Background: an optimization exercise with open tools, aiming at small area and few clock cycles per item. Do not read the settings as production practice.
Only simulation tests tie the RTL to the original design; equivalence was not proved.

## the reference run
==> module wfc_divider, before the edit <==
module wfc_divider #(
  parameter logic [14:0] REG_AFTER = 15'b101_0101_0101_0101
) (
  input  wire logic                             clk,
  input  wire logic                             rst_n,
  input  wire logic                             en,
  input  wire logic                             in_valid,
  input  wire logic signed [wfc_pkg::LVL_W-1:0] level,
  input  wire logic signed [wfc_pkg::LVL_W-1:0] low_level,
  input  wire logic signed [wfc_pkg::LVL_W-1:0] high_level,
  output logic                                  out_valid,
  output logic [3:0]                            out_seg,
  output logic [15:0]                           out_x
);
  logic [16:0] rng;
  logic [15:0] d_r;
  logic [15:0] dn_r;
  assign rng = {high_level[15], high_level} - {low_level[15], low_level};
  always_ff @(posedge clk) begin
    d_r  <= rng[15:0];
    dn_r <= ~rng[15:0];
  end
  logic [16:0] off;
  logic        below, above, eq, dz0, yellow, black;
  assign off    = {level[15], level} - {low_level[15], low_level};
  assign below  = level < low_level;
  assign above  = level > high_level;
  assign eq     = level == high_level;
  assign dz0    = low_level == high_level;
  assign yellow = ~below & above;
  assign black  = below | (~above & dz0);
  logic [15:0] rem_c [0:14];
  logic [14:0] quo_c [0:14];
  logic        vld_c [0:14];
  logic [15:0] rem_i [0:14];
  logic [14:0] quo_i [0:14];
  logic        vld_i [0:14];
  assign rem_c[0] = yellow ? 16'd1 : (black | eq) ? 16'd0 : off[15:0];
  assign quo_c[0] = {14'd0, yellow | (~black & eq)};
  assign vld_c[0] = in_valid;
  function automatic logic [16:0] div_step(input logic [15:0] rem, input logic [15:0] d);
    logic [16:0] t, dn, gg, pp, co;
    t  = {rem, 1'b0};
    dn = {1'b1, ~d};
    gg = {t[16:1] & dn[16:1], dn[0]};
    pp = {t[16:1] | dn[16:1], 1'b0};
    co[0] = gg[0];
    for (int i = 1; i < 17; i++) co[i] = gg[i] | (pp[i] & co[i-1]);
    div_step = {co[16], t[15:0] ^ ({16{co[16]}} & ~(d ^ {co[14:0], 1'b1}))};
  endfunction
  for (genvar r = 0; r <= 14; r++) begin : g_row
    if (r > 0) begin : g_step
      logic [16:0] s;
      assign s        = div_step(rem_i[r-1], (r > 8) ? ~dn_r : d_r);
      assign rem_c[r] = s[15:0];
      assign quo_c[r] = {quo_i[r-1][13:0], s[16]};
      assign vld_c[r] = vld_i[r-1];
    end
    if (REG_AFTER[r]) begin : g_reg
      logic [15:0] rem_q;
      logic [r:0]  quo_q;
      logic        vld_q;
      always_ff @(posedge clk) begin
        if (!rst_n)  vld_q <= 1'b0;
        else if (en) vld_q <= vld_c[r];
      end
      always_ff @(posedge clk) begin
        if (en) begin
          quo_q <= quo_c[r][r:0];
          rem_q <= rem_c[r];
        end
      end
      assign rem_i[r] = rem_q;
      if (r < 14) begin : g_pad
        assign quo_i[r] = {{(14-r){1'b0}}, quo_q};
      end else begin : g_full
        assign quo_i[r] = quo_q;
      end
      assign vld_i[r] = vld_q;
    end else begin : g_comb
      assign rem_i[r] = rem_c[r];
      assign quo_i[r] = quo_c[r];
      assign vld_i[r] = vld_c[r];
    end
  end
  logic [14:0] qh;
  logic [16:0] s15, s16;
  logic        q1, q0;
  logic [19:0] pa, pb, pc, pd, p;
  logic [3:0]  ip;
  logic [15:0] x;
  logic        ylw, blk;
  logic [3:0]  seg_q;
  logic [15:0] x_q;
  logic        vld_q;
  assign qh  = quo_i[14];
  assign s15 = div_step(rem_i[14], ~dn_r);
  assign q1  = s15[16];
  assign s16 = div_step(s15[15:0], ~dn_r);
  assign q0  = s16[16];
  assign pa  = {qh, 5'b00000} + {3'b000, qh, 2'b00};
  assign pb  = pa + 20'd18;
  assign pc  = q1 ? pb : pa;
  assign pd  = pc + 20'd9;
  assign p   = q0 ? pd : pc;
  assign ip  = p[19:16];
  assign ylw = qh[14] & ((qh[13:0] != 14'd0) | q1 | q0);
  assign blk = ~qh[14] & (d_r == 16'd0);
  always_comb begin
    case (ip)
      4'd0, 4'd1: x = {ip[0], p[15:1]};
      4'd5, 4'd6: x = {ip[1], p[15:1]};
      default:    x = p[15:0];
    endcase
  end
  always_ff @(posedge clk) begin
    if (!rst_n)  vld_q <= 1'b0;
    else if (en) vld_q <= vld_i[14];
  end
  always_ff @(posedge clk) begin
    if (en) begin
      seg_q <= ylw ? 4'd5 : blk ? 4'd0 : ip;
      x_q   <= (ylw | blk) ? 16'd0 : x;
    end
  end
  assign out_valid = vld_q;
  assign out_seg   = seg_q;
  assign out_x     = x_q;
endmodule
clock: 5.0 ns
lec_check: 0
abc_area: 1
cap_margin: 20
core_margin: 2
core_utilization: 40
slew_margin: 20
run.sh (not shown) runs the stock make flow with config.mk's settings and CLKGATE_MAP_FILE= SYNTH_SCRIPT=/design/flow/synth_recipe.tcl, a recipe that flattens the netlist after the stock synthesis.
Testbench counts of the reference run, summed over its fixed seeds: cycles 16,288, items 16,000.
Here is what was changed in the inputs of the trial run compared with the reference run.
--- a/flow/design.v
+++ b/flow/design.v
@@ -61,10 +61,6 @@
   logic [16:0] rng;
   logic [15:0] d_r;
-  logic [15:0] dn_r;
   assign rng = {high_level[15], high_level} - {low_level[15], low_level};
-  always_ff @(posedge clk) begin
-    d_r  <= rng[15:0];
-    dn_r <= ~rng[15:0];
-  end
+  always_ff @(posedge clk) d_r <= rng[15:0];
   logic [16:0] off;
   logic        below, above, eq, dz0, yellow, black;
@@ -98,5 +94,5 @@
     if (r > 0) begin : g_step
       logic [16:0] s;
-      assign s        = div_step(rem_i[r-1], (r > 8) ? ~dn_r : d_r);
+      assign s        = div_step(rem_i[r-1], d_r);
       assign rem_c[r] = s[15:0];
       assign quo_c[r] = {quo_i[r-1][13:0], s[16]};
@@ -141,7 +137,7 @@
   logic        vld_q;
   assign qh  = quo_i[14];
-  assign s15 = div_step(rem_i[14], ~dn_r);
+  assign s15 = div_step(rem_i[14], d_r);
   assign q1  = s15[16];
-  assign s16 = div_step(s15[15:0], ~dn_r);
+  assign s16 = div_step(s15[15:0], d_r);
   assign q0  = s16[16];
   assign pa  = {qh, 5'b00000} + {3'b000, qh, 2'b00};
## What came out
The trial run vs the reference run — critical path depth rose 29. Going from the reference run to the trial run, fmax shrank slightly. Of the reference run and the trial run, the reference run shows the higher storage element area, with the trial run below it. When the trial run is measured against the reference run, its via count of the first global-routing pass turns out 1.2% higher. Between the reference run and the trial run, sum of routed wire segments on met1 increased. Looking at met2 routed wirelength across the reference run and the trial run, the one that comes out higher is the reference run. Against the reference run, cell area in the trial run came out worse.
Testbench counts of the trial run, summed over its fixed seeds: cycles 16,288, items 16,000.

[re-timing with driven ports]
The flow's constraints put no driver on any port. The routed layouts listed below were extracted and timed again, unchanged, in two steps. Step 1 sets driving cells, clkbuf_16 on the clock port and buf_2 on the other inputs (assumed; they add their load-dependent delay and slew). Step 2 also shifts input and output timing later by t, the mid clock arrival at the registers, as if the neighbouring blocks saw the same clock. a / b / c = ideal / step 1 / step 2; a / b = the first two.
run | t (ns) | setup slack, ns | worst setup path at the end | pins driven straight from the clock port
the reference run | 0.604 | 0.265 / 0.208 / 0.185 | input to register | 1
the trial run | 0.599 | 0.230 / 0.188 / -0.161 | input to register | 1
With both steps, setup timing fails in the trial run, where it was met with ideal ports. For the trial run, which loses most, drivers alone change the setup slack by -0.042 ns; drivers and shift together by -0.391 ns.
